This is an optimization exercise on Yosys and OpenROAD, whose aim is small area, a short achievable clock period and few clock cycles per item, not a production implementation.
The RTL was checked by simulation tests, not by an equivalence proof against the original design.
Power is estimated from default activity; no workload was simulated.

// sha1_byte_stream_hasher
module sha1_byte_stream_hasher (
    input  logic        aclk,
    input  logic        aresetn,
    input  logic        s_tvalid,
    output logic        s_tready,
    input  logic [7:0]  s_tdata,    
    input  logic        s_tuser,    
    output logic        m_tvalid,
    input  logic        m_tready,
    output logic [39:0] m_tdata,    
    output logic        m_tlast     
);
make LEC_CHECK=0 ABC_AREA=1 CAP_MARGIN=20 CORE_MARGIN=2 CORE_UTILIZATION=40 CTS_CLUSTER_DIAMETER=100 CTS_CLUSTER_SIZE=24 PLACE_DENSITY=0.6 SETUP_SLACK_MARGIN=3.9 SLEW_MARGIN=20 finish   # period 7.0 ns
run.sh (not shown) runs the stock make flow with config.mk's settings and CLKGATE_MAP_FILE= SYNTH_SCRIPT=/design/flow/synth_recipe.tcl, a recipe that flattens the netlist after the stock synthesis.
Testbench counts at the start, summed over its fixed seeds: cycles 77,205, bytes 53,936.
Rerun with:
--- a/flow/design.v
+++ b/flow/design.v
@@ -53,29 +53,29 @@
     logic [31:0]  fx_q, fy_q;           
     logic [31:0]  q_q;                  
     logic         pk_q;                 
     logic         pk0_q;                
     logic         upk_q;                
     logic         h0w_q;                
     logic         obp_q, obp2_q;        
     logic         ob_q;                 
     logic [2:0]   oi_q, oi_next;
     logic [31:0]  od_q;                 
     logic         ol_q;                 
-    logic         ok, start, adv, hwr;
+    logic         ok, ok_q, ok_n, start, adv, hwr;    
     logic [6:0]   r_next, r_succ2;
     logic [31:0]  c_n, d_n, fx_n, fy_n;
     logic [31:0]  w_x, w_new, w_in, f, t, cs_s, cs_c, rol5a;
     logic [31:0]  h_op, h_op_n, h_op_q, h_x, h_sum, h_d;
     logic [31:0]  k_n, a2, pa1, qs, qc;
-    assign ok    = !ob_q && !obp_q && !obp2_q && !pk_q;
+    assign ok    = ok_q;
     assign drain = (is64_q && blk_full && ok) || (r_q[6] && !is64_q && drn_q);
     assign start = is79_q && drain;
     assign drain_end = start;
     assign adv   = real_q || drain || pk_q;
     always_comb begin
         r_next = r_q;
         if (adv) begin
             if (is79_q) r_next = (drain && !pk_q) ? 7'd0 : 7'd64;
             else        r_next = r_q + 7'd1;
         end
         r_succ2 = (r_next >= 7'd78) ? r_next - 7'd78 : r_next + 7'd2;
@@ -98,40 +98,40 @@
             c_n = h_q[2];
             d_n = h_q[3];
         end else begin
             c_n = {b_q[1:0], b_q[31:2]};
             d_n = c_q;
         end
     end
     assign rol5a = {a_q[26:0], a_q[31:27]};
     assign t     = rol5a + f + p_q;
     always_comb begin
         h_op_n = 32'h0;
-        if (real_q) begin
+        if (real_q || pk_q) begin
             case (r_next)
                 7'd76:   h_op_n = first_q ? H_INIT[4*32 +: 32] : h_q[4];
                 7'd77:   h_op_n = first_q ? H_INIT[3*32 +: 32] : h_q[3];
                 7'd78:   h_op_n = first_q ? H_INIT[2*32 +: 32] : h_q[2];
                 7'd79:   h_op_n = first_q ? H_INIT[1*32 +: 32] : h_q[1];
                 default: h_op_n = 32'h0;
             endcase
         end
     end
     assign h_op  = h_op_q;
     assign h_x   = upk_q ? w_q[511:480] : is79_q ? a_q : {a_q[1:0], a_q[31:2]};
     assign h_sum = h_op + h_x;
     assign hwr   = (real_q && !pk_q && hi_q) || upk_q;
     assign h_d   = h_sum;
     always_comb begin
         if (!r_q[6])              w_in = w_new;
-        else if (pk_q && real_q)  w_in = h_sum;
+        else if (pk_q && real_q)  w_in = h_x;
         else if (pk0_q)           w_in = a_q;
         else if (pk_q)            w_in = w_q[511:480];
         else                      w_in = blk_top;
     end
     always_comb begin
         case (kg_q)
             2'd0:    k_n = K_0;
             2'd1:    k_n = K_1;
             2'd2:    k_n = K_2;
             default: k_n = K_3;
         endcase
@@ -159,23 +159,23 @@
         d_q  <= d_n;
         fx_q <= fx_n;
         fy_q <= fy_n;
         if (hwr) begin
             case ({r_q[6] && !hi_q, r_q[1:0]})
                 3'b000:  h_q[4] <= h_d;
                 3'b001:  h_q[3] <= h_d;
                 3'b010:  h_q[2] <= h_d;
                 3'b011:  h_q[1] <= h_d;
                 default: ;
             endcase
-            if (upk_q && is64_q) h_q[0] <= h_sum;
+            if (upk_q && is64_q) h_q[0] <= w_q[511:480];
         end
         if (h0w_q) h_q[0] <= tl_q;
     end
     always_ff @(posedge aclk) begin
         if (!aresetn) begin
             r_q     <= 7'd64;
             is64_q  <= 1'b1;
             is75_q  <= 1'b0;
             is76_q  <= 1'b0;
             is77_q  <= 1'b0;
             is78_q  <= 1'b0;
@@ -184,22 +184,23 @@
             real_q  <= 1'b0;
             drn_q   <= 1'b0;
             first_q <= 1'b0;
             last_q  <= 1'b0;
             gn_q    <= 2'd3;
             kg_q    <= 2'd3;
             pk_q    <= 1'b0;
             pk0_q   <= 1'b0;
             upk_q   <= 1'b0;
             h0w_q   <= 1'b0;
             obp_q   <= 1'b0;
+            ok_q    <= 1'b1;
             obp2_q  <= 1'b0;
             ob_q    <= 1'b0;
             oi_q    <= 3'd0;
             ol_q    <= 1'b0;
         end else begin
             r_q    <= r_next;
             is64_q <= (r_next == 7'd64);
             is75_q <= (r_next == 7'd75);
             is76_q <= (r_next == 7'd76);
             is77_q <= (r_next == 7'd77);
             is78_q <= (r_next == 7'd78);
@@ -215,31 +216,35 @@
             end
             if (real_q && is75_q && (ob_q || obp_q || obp2_q)) pk_q <= 1'b1;
             h0w_q <= real_q && is79_q && !pk_q;
             pk0_q <= real_q && is79_q && pk_q;
             if (pk_q && !real_q && is75_q && !ob_q) upk_q <= 1'b1;
             if (upk_q && is64_q) begin
                 upk_q <= 1'b0;
                 pk_q  <= 1'b0;
             end
             obp_q  <= (real_q && is79_q && last_q && !pk_q) || (upk_q && is64_q && last_q);
             obp2_q <= obp_q;
+            ok_q   <= ok_n;
             if (obp2_q) begin
                 ob_q <= 1'b1;
             end else if (ob_q && m_tready && oi_q == 3'd4) begin
                 ob_q <= 1'b0;
             end
             oi_q <= oi_next;
             ol_q <= (oi_next == 3'd4);
         end
     end
+    assign ok_n = !(((pk_q || (real_q && is75_q && (ob_q || obp_q || obp2_q))) && !(upk_q && is64_q))
+                   || (real_q && is79_q && last_q && !pk_q) || (upk_q && is64_q && last_q)
+                   || obp_q || obp2_q || (ob_q && !(m_tready && oi_q == 3'd4)));
     always_comb begin
         if (obp2_q)                oi_next = 3'd0;
         else if (ob_q && m_tready) oi_next = (oi_q == 3'd4) ? 3'd0 : oi_q + 3'd1;
         else                       oi_next = oi_q;
     end
     always_ff @(posedge aclk) begin
         od_q <= h_q[oi_next];
     end
     assign m_tvalid = ob_q;
     assign m_tlast  = ol_q;
     assign m_tdata  = {5'b00000, oi_q, od_q};
Register-to-register slack improved by 0.08 ns.
Routed wire length increases by 1.6%.
Cell area came out lower by 0.86%.
Global-route usage grows by 0.37 points.
Power went down by 2.2%.
Setup slack gets better by 0.081 ns.
Fmax went up by 2.6%.
Non-clock buffer count is lower by 50.
Cell count came out higher by 0.35%.
Clock-buffer cell count is lower by 2.
Sequential power barely changes.
Worst hold slack hardly moves.
Flip-flop and latch count grows by 1.
Testbench counts after the change, summed over its fixed seeds: cycles 77,205, bytes 53,936.

[afterwards: timing with drivers on the ports]
No port has a modelled driver above. Below, the same layouts with a new extraction and two added sets of constraints.
Step 1 sets driving cells, clkbuf_16 on the clock port and buf_2 on the other inputs (assumed; they add their load-dependent delay and slew).
Step 2 moves the port delays by t, midway between the first and last clock arrival at a register: inputs arrive t later, outputs are due t later. That takes back most of the time a late clock gives input paths.
Slacks: no drivers / after step 1 / after step 2; pairs: no drivers / after step 1.
run	t, ns	setup slack, ns	hold slack, ns
the first run	0.800	3.813 / 3.813 / 3.144	0.310 / 0.310 / 0.310
the second run	0.799	3.895 / 3.861 / 3.254	0.312 / 0.312 / 0.312
After both steps setup and hold are still met in every run listed. For the first run, which loses most, drivers alone change the setup slack by 0.000 ns; drivers and shift together by -0.669 ns.
